Background: an optimization exercise with open tools, aiming at small area, a short achievable clock period and few clock cycles per item. Do not read the settings as production practice. In this exercise RTL edits were held to simulation tests only and were not proved equivalent to the original. No activity file was given, so power comes from the tool's default toggle rates.

## flow/design.v (module list and top-level ports; edited modules follow where they fit)
// module gaussian_elim_engine: 1398 lines
// module gauss_x3: 8 lines
// module gauss_pgn: 11 lines
// module gauss_pgp: 11 lines
// module gauss_pggn: 8 lines
// module gauss_pggp: 8 lines
// module gauss_fa: 10 lines
// module gauss_ha: 9 lines
module gaussian_elim_engine (
    input  logic        clk,
    input  logic        rst,
    input  logic        start,
    output logic        busy,
    output logic        done,
    output logic        c_rd_en,
    output logic [3:0]  c_rd_addr,
    input  logic [31:0] c_rd_data,
    output logic        a_rd_en,
    output logic [7:0]  a_rd_addr,
    input  logic [31:0] a_rd_data,
    output logic        b_rd_en,
    output logic [7:0]  b_rd_addr,
    input  logic [31:0] b_rd_data,
    output logic        st_en,
    output logic [7:0]  st_addr,
    output logic [31:0] st_data
);
  // ...
==> flow/flow/run.sh <==
#!/bin/bash
# The standard layout (standard.sh), with the port buffers that ORFS adds
# made of sky130_fd_sc_hd__buf_1 cells instead of the default pick.
set -euo pipefail
sed 's|"\${@:-finish}"|BUFFER_PORTS_ARGS="-buffer_cell sky130_fd_sc_hd__buf_1" "${@:-finish}"|' standard.sh > standard_bufports.sh
grep -q BUFFER_PORTS_ARGS standard_bufports.sh
bash standard_bufports.sh > standard.log 2>&1
==> flow/standard.sh <==
#!/bin/bash
# synth_recipe.tcl (not shown) runs the flow's synth.tcl, then flattens the netlist and writes it again
# the make line also repeats each setting of config.mk as NAME=value (left out here)
make -C /OpenROAD-flow-scripts/flow DESIGN_CONFIG=/design/flow/config.mk WORK_HOME=/design/flow/orfs CLKGATE_MAP_FILE= SYNTH_SCRIPT=/design/flow/synth_recipe.tcl "${@:-finish}"
==> flow/config.mk <==
export PLATFORM = sky130hd
export DESIGN_NAME = gaussian_elim_engine
export DESIGN_NICKNAME = gaussian_elim_engine
export VERILOG_FILES = /design/flow/design.v
export SDC_FILE = /design/flow/constraint.sdc
export NUM_CORES = 4
export LEC_CHECK = 0
export CAP_MARGIN = 20
export CORE_MARGIN = 2
export CORE_UTILIZATION = 40
export SETUP_SLACK_MARGIN = 5
export SLEW_MARGIN = 20
export SYNTH_HIERARCHICAL = 1
export SYNTH_MINIMUM_KEEP_SIZE = 0
==> flow/constraint.sdc <==
create_clock -name core_clock -period 10.0 [get_ports {clk}]
set_input_delay 2.0000 -clock core_clock [delete_from_list [all_inputs] [get_ports {clk}]]
set_output_delay 2.0000 -clock core_clock [all_outputs]
set_load 0.01 [all_outputs]
==> impl_metrics.py, run 1 <==
metrics = {
    "worst_hold_path": {
        "hold_depth": 0,
    },
    "timing": {
        "min_period_ps": 3801,
        "clock.fmax_mhz": 263.1,
        "fin_tns_setup_ps": 0,
    },
    "outcome": {
        "status": "complete, no violations",
    },
    "critical_path": {
        "crit_slowest_cell": "dfxtp_1",
        "r2r.worst_path.cells": 7,
        "crit_chain": "o22ai_1, xor2_1, fa_1, fa_1, fa_1, fa_1, fa_1",
        "cpMostUsedCell": "fa_1",
        "crit_cells": 7,
        "crit_family": "adder cells",
        "setup.worst_path.class": "reg2reg",
        "crit_path_start": "xn_r[14]",
    },
    "global_route": {
        "grt_busiest_layer": "met2",
        "grt_overflow": 0,
        "use_met1_pct": 34.40,
    },
    "synth": {
        "ys_warn_count": 7,
        "muxShareOfSynthArea_pct": 0,
        "synth_edf_count": 0,
    },
    "finish": {
        "nMultiInputCombCells": 1388,
        "fin_cells": 2682,
        "nClkBuffers": 45,
    },
    "power": {
        "p_leak_nw": 10.89,
        "pg_comb_mw": 4.57,
        "power_density_nw_per_um2": 330.7,
        "swShare_pct": 52.48,
    },
    "drt": {
        "wl_per_cell_um": 25.17,
        "drt_iter0_drc": 1378,
        "dr.pass1.iters": 7,
    },
    "placement": {
        "place_ws_ps": 6235,
    },
    "clocking": {
        "clock_latency_ps": 570,
        "root_buffer": "clkbuf_16",
        "cts_buffers": 34,
    },
    "run": {
        "drv_cap": 0,
    },
}
Testbench counts, summed over its fixed seeds: cycles 16,696, runs 64.
==> run 2: changes to the inputs <==
==> flow/flow/run.sh (replaced) <==
#!/bin/bash
# The standard layout (standard.sh) with two changes: the port buffers that
# ORFS adds are sky130_fd_sc_hd__buf_1 cells, and clock tree synthesis adds no
# dummy loads.
set -euo pipefail
sed 's|"\${@:-finish}"|BUFFER_PORTS_ARGS="-buffer_cell sky130_fd_sc_hd__buf_1" CTS_ARGS="-sink_clustering_enable -repair_clock_nets -dont_use_dummy_load" "${@:-finish}"|' standard.sh > standard_mod.sh
grep -q dont_use_dummy_load standard_mod.sh
bash standard_mod.sh > standard.log 2>&1
==> run 2 against run 1 <==
Against the previous run:
- clock-buffer cell count is 11 lower
- total power decreased by 2.2%
- die area unchanged
- hold slack got worse by 8.6 ps
- cell count shrank 0.93%
- clock skew up 46 ps
- combinational power is essentially flat
- critical path depth did not move
- sequential share of layout area rose by 0.26 points
- largest power group unchanged
==> impl_metrics.py, run 2 <==
metrics = {
    "finish": {
        "postLayoutCoreUtil_pct": 44.21,
        "drive_above_1_share_pct": 8.957,
        "syn2layout_area_growth_pct": 9.351,
        "nFillCells": 4846,
        "layout_commonest_cell": "dfxtp_1",
        "nets": 2448,
        "mostFrequentLayoutCells": "dfxtp_1, xor2_1, fa_1, o22ai_1, buf_1",
    },
    "clocking": {
        "clock_latency_ps": 560,
        "path_clk_slew_ps": 60,
        "cts.sinks": 289,
        "cts_tree": "yes",
        "cts_resized": 0,
        "post_cts_buffers": 0,
        "clockBufferDepth": 3,
        "cts_buffers": 34,
        "root_buffer": "clkbuf_16",
        "hold_buffers": 0,
        "htreeDepth": 2,
    },
    "synth": {
        "syn_area_um2": 20700,
        "ys.flop_type": "dfxtp_1",
        "yosys_register_bits": 289,
        "synth_area_leaders": "dfxtp_1, fa_1, xor2_1",
        "yosysMostFrequentCell": "dfxtp_1",
        "synth_edf_count": 0,
        "syn_nets": 2354,
        "yosys.area.top_type": "dfxtp_1",
        "ys_types": 37,
        "seq_area_frac_synth_pct": 27.95,
        "ys_async_sr_fraction_pct": 0,
        "postSynthCellCount": 1884,
        "ys_top_cells_by_count": "dfxtp_1, fa_1, xor2_1, o22ai_1, nand2_1",
        "synth_top_area_share_pct": 27.95,
        "ys_warn_count": 7,
        "post_synth.cell_area_avg_um2": 10.99,
    },
    "critical_path": {
        "r2r-end": "t1_r[27]",
        "crit_end": "t1_r[27]",
        "r2r_slack_ps": 6180,
        "crit_path_start": "xn_r[14]",
        "crit_family": "adder cells",
        "worst-path-max-fanout": 11,
        "crit_chain": "o22ai_1, xor2_1, fa_1, fa_1, fa_1, fa_1, fa_1",
        "crit_buf_inv": 0,
        "cpMostUsedCell": "fa_1",
        "r2r_start": "xn_r[14]",
        "slowest_delay_ps": 850,
        "crit_path_start_kind": "register",
        "setup.worst_path.class": "reg2reg",
        "critical_path_required_ps": 10390,
        "r2r.worst_path.cells": 7,
        "crit_cells": 7,
        "crit_slowest_cell": "dfxtp_1",
        "critPathArrivalTime_ps": 4210,
        "worstSetupEndpointType": "register",
    },
    "placement": {
        "portBuffers": 164,
        "gp_congestion": 0.9725,
        "place_ws_ps": 6235,
        "dp_hpwl_mm": 52.79,
    },
    "timing": {
        "final_hold_viol_count": 0,
        "rsz0062_at_grt": "no",
        "fin_tns_setup_ps": 0,
        "setup_viol_count_final": 0,
        "maxSlewViolCount": 0,
        "worstMarginPinSlew_ps": 987.7,
        "clock.fmax_mhz": 261.9,
        "fin_ws_ps": 6181,
        "min_period_ps": 3819,
        "slew-limit-headroom_pct": 34.07,
        "fin_skew_ps": 69.43,
        "post-route-period-util_pct": 38.19,
    },
    "worst_hold_path": {
        "hold_class": "reg2reg",
    },
    "drt": {
        "wl_per_cell_um": 25.30,
        "drc_errors": 0,
        "vias_per_cell": 5.540,
        "drt_iter0_drc": 1264,
        "final_antenna_net_count": 0,
        "finalWirelength_mm": 67.21,
        "vias": 14721,
        "dr.pass1.iters": 7,
    },
    "global_route": {
        "grt_pass1_vias": 15589,
        "grt_overflow": 0,
        "grt_max_degree": 36,
        "antenna_found_initial": 1,
        "grt_use_total_pct": 25.46,
        "grt_pass1_wl_mm": 100.9,
    },
    "die": {
        "dieArea_um2": 53590,
        "start_util_pct": 40.43,
        "rows": 83,
        "coreArea_um2": 51200,
        "dieWidth_um": 231.5,
        "die_y_um": 231.5,
        "ios": 165,
    },
    "power": {
        "p_leak_nw": 10.77,
        "vdd_drop_max_v": 0.0001893,
        "power_density_nw_per_um2": 326.8,
    },
    "run": {
        "drv_cap": 0,
    },
    "outcome": {
        "status": "complete, no violations",
    },
}
==> run 2: cell type report <==
type                    instances  area (um2)  share of cell area [%]
inverters                      77       289.0                   1.277
diodes                          1       2.502                 0.01106
repair buffers                188       795.8                   3.516
flip-flops and latches        289        5788                   25.57
multi-input cells            1388       14060                   62.11
well taps                     680       850.8                   3.759
clock buffers                  34       850.8                   3.759
==> run 2: through the flow <==
stage                     cells  total power, mW  area, um2  hold WS, ps
final                      2657            7.397      22640        316.6
after global routing       2656            7.754      22630        323.8
after CTS                  2656            7.375      22630        324.5
after detailed placement   2622            6.275      21780        312.1
after global placement     2622            6.255      21780        311.6
after floorplan            1884            4.547      20700        309.6
==> run 2: logic make-up (layout without fill, tap and decap cells) <==
family | Yosys count | in the layout | share of synthesized area (%)
adder cells (fa/ha/maj) | 371 | 371 | 32.80
other | 1 | 2 | 0.01812
AND/OR/NAND/NOR | 283 | 283 | 6.558
AO/OA/AOI/OAI | 408 | 408 | 13.53
XOR/XNOR | 325 | 325 | 14.98
buffers and inverters | 207 | 299 | 4.159
flip-flops | 289 | 289 | 27.95
==> run 2: power by group <==
group / internal (mW) / total, mW / switching, mW
sequential: 1.45 / 1.77 / 0.314
combinational: 1.46 / 4.57 / 3.11
clock: 0.596 / 1.06 / 0.466
==> run 2: worst register-to-register path, cell delays in order (launching register included) <==
cell and delay [ps]:
dfxtp_1 850, o22ai_1 230, xor2_1 210, fa_1 620, fa_1 450, fa_1 490, fa_1 400, fa_1 430
==> run 2: modules after synthesis (local to each module, per instance) <==
module / copies in the design / cells inside / area (um2) / flops+latches
gaussian_elim_engine: 1 / 1298 / 12360 / 289
gauss_x3: 17 / 1 / 23.77 / 0
gauss_fa: 286 / 1 / 20.02 / 0
gauss_ha: 65 / 1 / 12.51 / 0
gauss_pgn: 52 / 2 / 12.51 / 0
gauss_pgp: 42 / 2 / 12.51 / 0
gauss_pggn: 20 / 1 / 8.758 / 0
gauss_pggp: 10 / 1 / 5.005 / 0
==> run 2: how the worst min path moves through the flow <==
stage / startpoint / endpoint / slack [ps] / cells after the start
after floorplan: ad1_r[0] / ad2_r[0] / 310 / 0
after CTS: ad1_r[3] / ad2_r[3] / 320 / 0
after detailed placement: ad1_r[0] / ad2_r[0] / 310 / 0
after global placement: ad1_r[0] / ad2_r[0] / 310 / 0
after global routing: ad1_r[3] / ad2_r[3] / 320 / 0
final: ad1_r[3] / ad2_r[3] / 320 / 0
==> run 2: routing by layer <==
layer  share of wire, %  GRT usage (%)
met1                 42          34.43
met2                 43          37.79
met3                 11          8.625
met4                3.9          9.194
met5              0.016              0
==> run 3: changes to the inputs <==
==> flow/flow/run.sh (replaced) <==
#!/bin/bash
# The standard layout (standard.sh) with two changes: the port buffers that
# ORFS adds are sky130_fd_sc_hd__buf_1 cells, and clock tree synthesis adds no
# dummy loads and clusters at most 30 sinks within 100 um.
set -euo pipefail
sed 's|"\${@:-finish}"|BUFFER_PORTS_ARGS="-buffer_cell sky130_fd_sc_hd__buf_1" CTS_ARGS="-sink_clustering_enable -repair_clock_nets -dont_use_dummy_load -sink_clustering_size 30 -sink_clustering_max_diameter 100" "${@:-finish}"|' standard.sh > standard_mod.sh
grep -q dont_use_dummy_load standard_mod.sh
bash standard_mod.sh > standard.log 2>&1
==> run 3 against run 2 <==
Against the previous run:
- still clean on timing, DRC and antenna
- routed wire length down 0.73%
- total power down 4.6%
- sequential share of layout area up 0.43 points
- fmax down 0.84%
- hold slack better by 21 ps
- critical path type unchanged
- largest cell class unchanged
- largest power group unchanged
==> impl_metrics.py, run 3 <==
metrics = {
    "finish": {
        "drive_above_1_share_pct": 8.261,
        "layout_commonest_cell": "dfxtp_1",
        "mostFrequentLayoutCells": "dfxtp_1, xor2_1, fa_1, o22ai_1, buf_1",
        "post-route-cell-area_um2": 22260,
        "syn2layout_area_growth_pct": 7.525,
        "fin_cells": 2641,
        "num_antenna_cells": 0,
        "nFillCells": 4876,
        "nets": 2433,
    },
    "clocking": {
        "cts.sinks": 289,
        "htreeDepth": 1,
        "cts_resized": 0,
        "cts_tree": "yes",
        "hold_buffers": 0,
        "root_buffer": "clkbuf_16",
        "clock_latency_ps": 580,
        "clockBufferDepth": 3,
        "post_cts_buffers": 0,
        "cts_buffers": 19,
        "path_clk_slew_ps": 110,
    },
    "timing": {
        "post-route-period-util_pct": 38.51,
        "worstMarginPinSlew_ps": 969.4,
        "fin_tns_setup_ps": 0,
        "fin_ws_ps": 6149,
        "min_period_ps": 3851,
        "rsz0062_at_grt": "no",
        "clock.fmax_mhz": 259.7,
        "fin_skew_ps": 90.49,
        "maxSlewViolCount": 0,
        "timing.hold.ws_ps": 338.0,
        "slew-limit-headroom_pct": 35.28,
        "setup_viol_count_final": 0,
        "final_hold_viol_count": 0,
    },
    "global_route": {
        "grt_overflow": 0,
        "grt_max_degree": 36,
        "grt_pass1_vias": 15483,
        "grt_pass1_wl_mm": 99.90,
        "grt_use_total_pct": 25.12,
        "antenna_found_initial": 1,
    },
    "synth": {
        "syn_nets": 2354,
        "syn_area_um2": 20700,
        "post_synth.cell_area_avg_um2": 10.99,
        "seq_area_frac_synth_pct": 27.95,
        "yosysMostFrequentCell": "dfxtp_1",
        "synth_top_area_share_pct": 27.95,
        "synth_area_leaders": "dfxtp_1, fa_1, xor2_1",
        "synth_edf_count": 0,
        "yosys.area.top_type": "dfxtp_1",
        "postSynthCellCount": 1884,
        "ys_async_sr_fraction_pct": 0,
        "ys_types": 37,
        "ys_top_cells_by_count": "dfxtp_1, fa_1, xor2_1, o22ai_1, nand2_1",
        "ys_warn_count": 7,
        "ys.flop_type": "dfxtp_1",
        "yosys_register_bits": 289,
    },
    "power": {
        "p_leak_nw": 10.59,
        "power_density_nw_per_um2": 317.1,
        "vdd_drop_max_v": 0.0001854,
    },
    "critical_path": {
        "critPathArrivalTime_ps": 4230,
        "worstSetupEndpointType": "register",
        "crit_path_start_kind": "register",
        "crit_end": "t1_r[30]",
        "r2r_start": "bon_r[6]",
        "r2r.worst_path.cells": 7,
        "r2r_slack_ps": 6150,
        "r2r-end": "t1_r[30]",
        "setup.worst_path.class": "reg2reg",
        "critical_path_required_ps": 10380,
        "crit_path_start": "bon_r[6]",
        "worst-path-max-fanout": 20,
    },
    "placement": {
        "dpl-instance-area_um2": 21780,
        "gp_congestion": 0.9725,
        "dp_hpwl_mm": 52.79,
        "dp.cells": 2622,
        "portBuffers": 164,
        "place_ws_ps": 6235,
    },
    "die": {
        "die_y_um": 231.5,
        "coreArea_um2": 51200,
        "ios": 165,
        "start_util_pct": 40.43,
        "dieArea_um2": 53590,
        "rows": 83,
        "dieWidth_um": 231.5,
    },
    "drt": {
        "drc_errors": 0,
        "wl_per_cell_um": 25.26,
        "dr.pass1.iters": 5,
        "drt_iter0_drc": 1308,
        "final_antenna_net_count": 0,
        "vias_per_cell": 5.527,
        "finalWirelength_mm": 66.72,
        "vias": 14596,
    },
    "run": {
        "drv_cap": 0,
    },
    "worst_hold_path": {
        "hold_class": "reg2reg",
    },
    "outcome": {
        "status": "complete, no violations",
    },
}
==> run 3: routing by layer <==
metal  GRT usage (%)  up-vias  routed length (um)
met4           8.589        2                2418
met5               0        -                  13
li1                -     6469                   -
met2           37.42      718               28570
met3           8.489      103                7505
met1           34.07     7304               28210
==> run 3: per-module statistics from Yosys (local to each module, per instance) <==
module	copies in the design	flops+latches	area [um2]
gaussian_elim_engine	1	289	12360
gauss_x3	17	0	23.77
gauss_fa	286	0	20.02
gauss_ha	65	0	12.51
gauss_pgn	52	0	12.51
gauss_pgp	42	0	12.51
gauss_pggn	20	0	8.758
gauss_pggp	10	0	5.005
==> run 3: final cells by class <==
cell class              instances  area [um2]  area share [%]
flip-flops and latches        289        5788           26.00
well taps                     680       850.8           3.823
repair buffers                188       795.8           3.575
multi-input cells            1388       14060           63.16
inverters                      77       289.0           1.299
clock buffers                  19       475.5           2.136
==> run 3: how the worst min path moves through the flow <==
| stage | slack (ps) | to | start | cells after the start |
|---|---|---|---|---|
| after global placement | 310 | ad2_r[0] | ad1_r[0] | 0 |
| final | 340 | ad2_r[0] | ad1_r[0] | 0 |
| after floorplan | 310 | ad2_r[0] | ad1_r[0] | 0 |
| after CTS | 340 | ad2_r[0] | ad1_r[0] | 0 |
| after detailed placement | 310 | ad2_r[0] | ad1_r[0] | 0 |
| after global routing | 350 | ad2_r[3] | ad1_r[3] | 0 |
==> run 3: metrics by stage <==
step | power (mW) | utilization (%)
after floorplan | 4.547 | -
after global placement | 6.255 | 42.55
after detailed placement | 6.275 | 42.55
after CTS | 7.042 | 43.47
after global routing | 7.423 | 43.47
final | 7.059 | 43.47
==> run 3: critical path, cell delays in order, from the launching register on <==
cell     delay (ps)
dfxtp_1         850
o22ai_1         200
xor2_1          210
fa_1            520
fa_1            480
fa_1            450
fa_1            540
fa_1            420
==> run 3: cells by family (layout without fill, tap and decap cells) <==
kind of cell               after synthesis  count (layout)  synth area share [%]
AOI/OAI and AO/OA                      408             408                 13.53
xor gates and xnor gates               325             325                 14.98
and+or+nand+nor                        283             283                 6.558
adders and majority gates              371             371                 32.80
buffers and inverters                  207             284                 4.159
other                                    1               1               0.01812
DFF                                    289             289                 27.95
==> run 3: power breakdown <==
group / switching [mW] / total (mW) / internal, mW
sequential: 0.315 / 1.76 / 1.45
combinational: 3.09 / 4.55 / 1.46
clock: 0.407 / 0.744 / 0.337
total: 3.82 / 7.06 / 3.24
==> run 4: changes to the inputs <==
==> flow/flow/run.sh (replaced) <==
#!/bin/bash
# The standard layout (standard.sh) with two changes: the port buffers that
# ORFS adds are sky130_fd_sc_hd__buf_1 cells, and clock tree synthesis adds no
# dummy loads and clusters at most 40 sinks within 60 um.
set -euo pipefail
sed 's|"\${@:-finish}"|BUFFER_PORTS_ARGS="-buffer_cell sky130_fd_sc_hd__buf_1" CTS_ARGS="-sink_clustering_enable -repair_clock_nets -dont_use_dummy_load -sink_clustering_size 40 -sink_clustering_max_diameter 60" "${@:-finish}"|' standard.sh > standard_mod.sh
grep -q dont_use_dummy_load standard_mod.sh
bash standard_mod.sh > standard.log 2>&1
--- a/flow/config.mk
+++ b/flow/config.mk
@@ -6,9 +6,9 @@
 export NUM_CORES = 4
 export LEC_CHECK = 0
-export CAP_MARGIN = 20
+export CAP_MARGIN = 5
 export CORE_MARGIN = 2
 export CORE_UTILIZATION = 40
 export SETUP_SLACK_MARGIN = 5
-export SLEW_MARGIN = 20
+export SLEW_MARGIN = 5
 export SYNTH_HIERARCHICAL = 1
 export SYNTH_MINIMUM_KEEP_SIZE = 0
==> run 4 against run 3 <==
Against the previous run:
- cell count is 0.42% higher
- die area did not move
- sequential share of layout area decreased by 0.32 points
- clock-buffer cell count increased by 11
- global-route usage about the same
- first-iteration DRC count grew 5.0%
- highest routed layer unchanged
==> impl_metrics.py, run 4 <==
metrics = {
    "global_route": {
        "grt_pass1_vias": 15522,
        "grt_use_total_pct": 25.11,
        "antenna_found_initial": 1,
        "grt_pass1_wl_mm": 99.91,
        "grt_max_degree": 36,
        "grt_overflow": 0,
    },
    "drt": {
        "vias_per_cell": 5.511,
        "vias": 14616,
        "dr.pass1.iters": 5,
        "drc_errors": 0,
        "drt_iter0_drc": 1374,
        "finalWirelength_mm": 66.81,
        "final_antenna_net_count": 0,
        "wl_per_cell_um": 25.19,
    },
    "finish": {
        "nFillCells": 4866,
        "syn2layout_area_growth_pct": 8.855,
        "drive_above_1_share_pct": 8.773,
        "mostFrequentLayoutCells": "dfxtp_1, xor2_1, fa_1, o22ai_1, buf_1",
        "nets": 2444,
        "post-route-cell-area_um2": 22530,
        "layout_commonest_cell": "dfxtp_1",
        "num_antenna_cells": 0,
    },
    "clocking": {
        "cts_resized": 0,
        "htreeDepth": 1,
        "cts_buffers": 30,
        "hold_buffers": 0,
        "clock_latency_ps": 640,
        "path_clk_slew_ps": 70,
        "cts.sinks": 289,
        "clockBufferDepth": 3,
        "root_buffer": "clkbuf_16",
        "post_cts_buffers": 0,
        "cts_tree": "yes",
    },
    "die": {
        "coreArea_um2": 51200,
        "dieWidth_um": 231.5,
        "ios": 165,
        "rows": 83,
        "start_util_pct": 40.43,
        "dieArea_um2": 53590,
        "die_y_um": 231.5,
    },
    "worst_hold_path": {
        "hold_class": "reg2reg",
        "hold_depth": 0,
        "hp-start": "ad1_r[0]",
        "hold_path_end": "ad2_r[0]",
    },
    "placement": {
        "gp_congestion": 0.9725,
        "dp_hpwl_mm": 52.79,
        "dpl-instance-area_um2": 21780,
        "portBuffers": 164,
    },
    "synth": {
        "synth_top_area_share_pct": 27.95,
        "syn_area_um2": 20700,
        "yosys.area.top_type": "dfxtp_1",
        "seq_area_frac_synth_pct": 27.95,
        "ys_warn_count": 7,
        "post_synth.cell_area_avg_um2": 10.99,
        "yosysMostFrequentCell": "dfxtp_1",
        "syn_nets": 2354,
        "ys.flop_type": "dfxtp_1",
        "ys_types": 37,
        "yosys_register_bits": 289,
        "ys_async_sr_fraction_pct": 0,
        "postSynthCellCount": 1884,
        "synth_edf_count": 0,
        "ys_top_cells_by_count": "dfxtp_1, fa_1, xor2_1, o22ai_1, nand2_1",
        "synth_area_leaders": "dfxtp_1, fa_1, xor2_1",
    },
    "timing": {
        "post-route-period-util_pct": 38.09,
        "min_period_ps": 3809,
        "slew-limit-headroom_pct": 35.20,
        "worstMarginPinSlew_ps": 970.6,
        "maxSlewViolCount": 0,
        "clock.fmax_mhz": 262.6,
        "fin_tns_setup_ps": 0,
        "setup_viol_count_final": 0,
        "final_hold_viol_count": 0,
        "fin_skew_ps": 102.1,
        "rsz0062_at_grt": "no",
    },
    "power": {
        "power_density_nw_per_um2": 322.8,
        "vdd_drop_max_v": 0.0001874,
        "p_leak_nw": 10.72,
    },
    "critical_path": {
        "critPathArrivalTime_ps": 4260,
        "r2r.worst_path.cells": 7,
        "setup.worst_path.class": "reg2reg",
        "worstSetupEndpointType": "register",
        "worst-path-max-fanout": 11,
        "critical_path_required_ps": 10450,
        "r2r_slack_ps": 6190,
        "r2r-end": "t1_r[27]",
        "crit_path_start_kind": "register",
        "r2r_start": "xn_r[14]",
    },
    "run": {
        "drv_cap": 0,
    },
    "outcome": {
        "status": "complete, no violations",
    },
}
## run 4: power by group
group	switching, mW	internal [mW]
Clock	0.440	0.518
Combinational	3.09	1.46
Sequential	0.316	1.45
## run 4: per-module statistics from Yosys, one instance, submodules excluded, excerpt
module | area (um2) | flip-flops and latches | cells
gauss_fa | 20.02 | 0 | 1
gauss_ha | 12.51 | 0 | 1
gauss_pggn | 8.758 | 0 | 1
gauss_pgn | 12.51 | 0 | 2
gauss_pgp | 12.51 | 0 | 2
gauss_x3 | 23.77 | 0 | 1
gaussian_elim_engine | 12360 | 289 | 1298
## run 4: layout make-up
class	instances	area, um2	share of cell area, %
tap	680	850.8	3.776
sequential	289	5788	25.69
clock buffer	30	750.7	3.332
timing repair buffer	188	795.8	3.532
multi-input combinational	1388	14060	62.39
inverter	77	289.0	1.283
## run 4: worst max-delay path, stage by stage (launching register included)
cell     delay (ps)
dfxtp_1         840
o22ai_1         220
xor2_1          210
fa_1            610
fa_1            450
fa_1            490
fa_1            400
fa_1            430
## run 4: worst max-delay path by stage
| stage | start | endpoint | slack [ps] | cells past startpoint |
|---|---|---|---|---|
| global placement | bon_r[7] | t1_r[30] | 6270 | 7 |
| detailed placement | bon_r[6] | t1_r[30] | 6240 | 7 |
| CTS | bon_r[6] | t1_r[30] | 6200 | 7 |
| floorplan | b_rd_data[20] | t1_r[21] | 6500 | 4 |
| finish | xn_r[14] | t1_r[27] | 6190 | 7 |
| global route | bon_r[6] | t1_r[30] | 6050 | 7 |
## run 4: cells by family (layout without fill, tap and decap cells)
logic type / after synthesis / count (layout) / synth area share [%]
compound gates: 408 / 408 / 13.53
fa+ha+maj: 371 / 371 / 32.80
xor+xnor: 325 / 325 / 14.98
flops: 289 / 289 / 27.95
simple gates: 283 / 283 / 6.558
buf+inv: 207 / 295 / 4.159
other cells: 1 / 1 / 0.01812
## run 4: metal layers
metal | global-route usage, % | wire (um) | vias to the layer above
met5 | 0 | 13 | -
met4 | 8.992 | 2530 | 2
met3 | 8.735 | 7427 | 108
met2 | 37.04 | 28470 | 710
met1 | 34.03 | 28370 | 7298
li1 | - | - | 6498
## run 4: per-stage QoR
stage / hold WS (ps) / power, mW / worst slack (ps) / cells / utilization (%)
floorplan: 309.6 / 4.547 / 6505 / 1884 / -
global placement: 311.6 / 6.255 / 6269 / 2622 / 42.55
detailed placement: 312.1 / 6.275 / 6235 / 2622 / 42.55
CTS: 329.3 / 7.260 / 6201 / 2652 / 44.01
global route: 339.9 / 7.652 / 6051 / 2652 / 44.01
finish: 328.8 / 7.274 / 6191 / 2652 / 44.01
==> run 5: changes to the inputs <==
--- a/flow/config.mk
+++ b/flow/config.mk
@@ -6,9 +6,9 @@
 export NUM_CORES = 4
 export LEC_CHECK = 0
-export CAP_MARGIN = 5
+export CAP_MARGIN = 20
 export CORE_MARGIN = 2
 export CORE_UTILIZATION = 40
 export SETUP_SLACK_MARGIN = 5
-export SLEW_MARGIN = 5
+export SLEW_MARGIN = 20
 export SYNTH_HIERARCHICAL = 1
 export SYNTH_MINIMUM_KEEP_SIZE = 0
==> run 5 against run 4 <==
Against the previous run:
- still clean
- flip-flop and latch count unchanged
- synthesized area is the same
- fmax unchanged
- setup slack stayed put
- via count unchanged
- core utilization stayed put
- largest cell class unchanged
==> impl_metrics.py, run 5 <==
metrics = {
    "global_route": {
        "grt_max_degree": 36,
        "grt_pass1_vias": 15522,
        "grt_pass1_wl_mm": 99.91,
        "grt_overflow": 0,
        "grt_use_total_pct": 25.11,
        "antenna_found_initial": 1,
    },
    "synth": {
        "ys_async_sr_fraction_pct": 0,
        "ys_types": 37,
        "yosysMostFrequentCell": "dfxtp_1",
        "ys_warn_count": 7,
        "yosys.area.top_type": "dfxtp_1",
        "synth_edf_count": 0,
        "syn_nets": 2354,
        "postSynthCellCount": 1884,
        "synth_top_area_share_pct": 27.95,
        "yosys_register_bits": 289,
        "ys_top_cells_by_count": "dfxtp_1, fa_1, xor2_1, o22ai_1, nand2_1",
        "post_synth.cell_area_avg_um2": 10.99,
        "seq_area_frac_synth_pct": 27.95,
        "synth_area_leaders": "dfxtp_1, fa_1, xor2_1",
        "ys.flop_type": "dfxtp_1",
        "syn_area_um2": 20700,
    },
    "worst_hold_path": {
        "hold_class": "reg2reg",
    },
    "placement": {
        "place_ws_ps": 6235,
        "gp_congestion": 0.9725,
        "portBuffers": 164,
        "dp_hpwl_mm": 52.79,
    },
    "critical_path": {
        "worstSetupEndpointType": "register",
        "setup.worst_path.class": "reg2reg",
        "crit_family": "adder cells",
        "worst-path-max-fanout": 11,
        "cpMostUsedCell": "fa_1",
        "critical_path_required_ps": 10450,
        "crit_chain": "o22ai_1, xor2_1, fa_1, fa_1, fa_1, fa_1, fa_1",
        "slowest_delay_ps": 840,
        "crit_buf_inv": 0,
        "crit_path_start_kind": "register",
        "crit_slowest_cell": "dfxtp_1",
        "critPathArrivalTime_ps": 4260,
    },
    "power": {
        "internal_power_mw": 3.426,
        "clkPwrFrac_pct": 13.2,
        "pwr-share-seq_pct": 24.3,
        "vdd_drop_max_v": 0.0001874,
        "p_sw_mw": 3.848,
        "combPwrFrac_pct": 62.6,
        "swShare_pct": 52.90,
        "power_density_nw_per_um2": 322.8,
        "p_leak_nw": 10.72,
    },
    "timing": {
        "fin_tns_setup_ps": 0,
        "worstMarginPinSlew_ps": 970.6,
        "min_period_ps": 3809,
        "fin_ws_ps": 6191,
        "rsz0062_at_grt": "no",
        "fin_skew_ps": 102.1,
        "post-route-period-util_pct": 38.09,
        "setup_viol_count_final": 0,
        "final_hold_viol_count": 0,
        "maxSlewViolCount": 0,
        "slew-limit-headroom_pct": 35.20,
        "clock.fmax_mhz": 262.6,
    },
    "clocking": {
        "root_buffer": "clkbuf_16",
        "post_cts_buffers": 0,
        "hold_buffers": 0,
        "cts.sinks": 289,
        "path_clk_slew_ps": 70,
        "clockBufferDepth": 3,
        "cts_tree": "yes",
        "cts_buffers": 30,
        "htreeDepth": 1,
        "clock_latency_ps": 640,
        "cts_resized": 0,
    },
    "outcome": {
        "status": "complete, no violations",
    },
    "finish": {
        "num_antenna_cells": 0,
        "mostFrequentLayoutCells": "dfxtp_1, xor2_1, fa_1, o22ai_1, buf_1",
        "drive_above_1_share_pct": 8.773,
        "nets": 2444,
        "syn2layout_area_growth_pct": 8.855,
        "layout_commonest_cell": "dfxtp_1",
    },
    "drt": {
        "vias_per_cell": 5.511,
        "finalWirelength_mm": 66.81,
        "drt_iter0_drc": 1374,
        "dr.pass1.iters": 5,
        "final_antenna_net_count": 0,
        "drc_errors": 0,
        "wl_per_cell_um": 25.19,
        "vias": 14616,
    },
    "die": {
        "die_y_um": 231.5,
        "ios": 165,
        "rows": 83,
        "dieWidth_um": 231.5,
        "dieArea_um2": 53590,
        "coreArea_um2": 51200,
        "start_util_pct": 40.43,
    },
    "run": {
        "drv_cap": 0,
    },
}
[run 5: cell counts after synthesis]
Identical to the previous run, type by type.
[run 5: routing by layer]
layer	global-route usage [%]	part of all wire [%]	up-vias
met2	37.04	43	710
met4	8.992	3.8	2
li1	-	-	6498
met3	8.735	11	108
met5	0	0.019	-
met1	34.03	42	7298
[run 5: metrics by stage]
stage / total power, mW / cell area, um2 / hold slack (ps) / cells / util (%)
after floorplan: 4.547 / 20700 / 309.6 / 1884 / -
after global placement: 6.255 / 21780 / 311.6 / 2622 / 42.55
after detailed placement: 6.275 / 21780 / 312.1 / 2622 / 42.55
after CTS: 7.260 / 22530 / 329.3 / 2652 / 44.01
after global routing: 7.652 / 22530 / 339.9 / 2652 / 44.01
final: 7.274 / 22530 / 328.8 / 2652 / 44.01
[run 5: area by class of cell]
cell class	count	area, um2
fillers	4866	28670
multi-input cells	1388	14060
flip-flops and latches	289	5788
well taps	680	850.8
repair buffers	188	795.8
clock buffers	30	750.7
inverters	77	289.0
[run 5: worst paths after layout]
kind                            startpoint        to  slack, ps  depth (start not counted)
worst min register to register    ad1_r[0]  ad2_r[0]        330                          0
worst max register to register    xn_r[14]  t1_r[27]       6190                          7
worst max-delay path              xn_r[14]  t1_r[27]       6190                          7
worst min-delay path              ad1_r[0]  ad2_r[0]        330                          0
[run 5: cells by family after synthesis]
| group | after synthesis | share of synthesized area, % |
|---|---|---|
| other | 1 | 0.01812 |
| xor gates and xnor gates | 325 | 14.98 |
| buffers and inverters | 207 | 4.159 |
| adders and majority gates | 371 | 32.80 |
| and+or+nand+nor | 283 | 6.558 |
| AOI/OAI and AO/OA | 408 | 13.53 |
| DFF | 289 | 27.95 |
[run 5: power by group through the flow]
stage | clock (mW) | sequential [mW] | combinational [mW]
after floorplan | 0 | 1.64 | 2.91
after global placement | 0 | 1.78 | 4.48
after detailed placement | 0 | 1.78 | 4.50
after CTS | 0.983 | 1.76 | 4.52
after global routing | 1.02 | 1.79 | 4.84
final | 0.958 | 1.77 | 4.55
[run 5: per-module statistics from Yosys, one instance, submodules excluded]
module,area [um2],times used
gauss_x3,23.77,17
gauss_ha,12.51,65
gauss_pggp,5.005,10
gauss_fa,20.02,286
gauss_pgp,12.51,42
gaussian_elim_engine,12360,1
gauss_pggn,8.758,20
gauss_pgn,12.51,52

[static timing again, ports no longer ideal]
Ports are ideal in the flow. The routed layouts listed here were re-timed in OpenROAD. Step 1 sets driving cells, clkbuf_16 on the clock port and buf_2 on the other inputs (assumed; they add their load-dependent delay and slew). Step 2 times the ports against the registers' clock, not the clock port: input delays grow and output delays shrink by t, the midpoint of the rising clock arrivals with the driver on. Three values: ideal, step 1, step 2; two values: the first two.
run | t (ns) | setup WS [ns] | worst setup path at the end
run 1 | 0.623 | 6.199 / 6.199 / 6.199 | register to register
run 2 | 0.595 | 6.181 / 6.181 / 6.181 | register to register
run 3 | 0.600 | 6.149 / 6.149 / 6.149 | register to register
run 4 | 0.645 | 6.191 / 6.191 / 6.191 | register to register
run 5 | 0.645 | 6.191 / 6.191 / 6.191 | register to register
After both steps setup and hold are still met in every run listed.
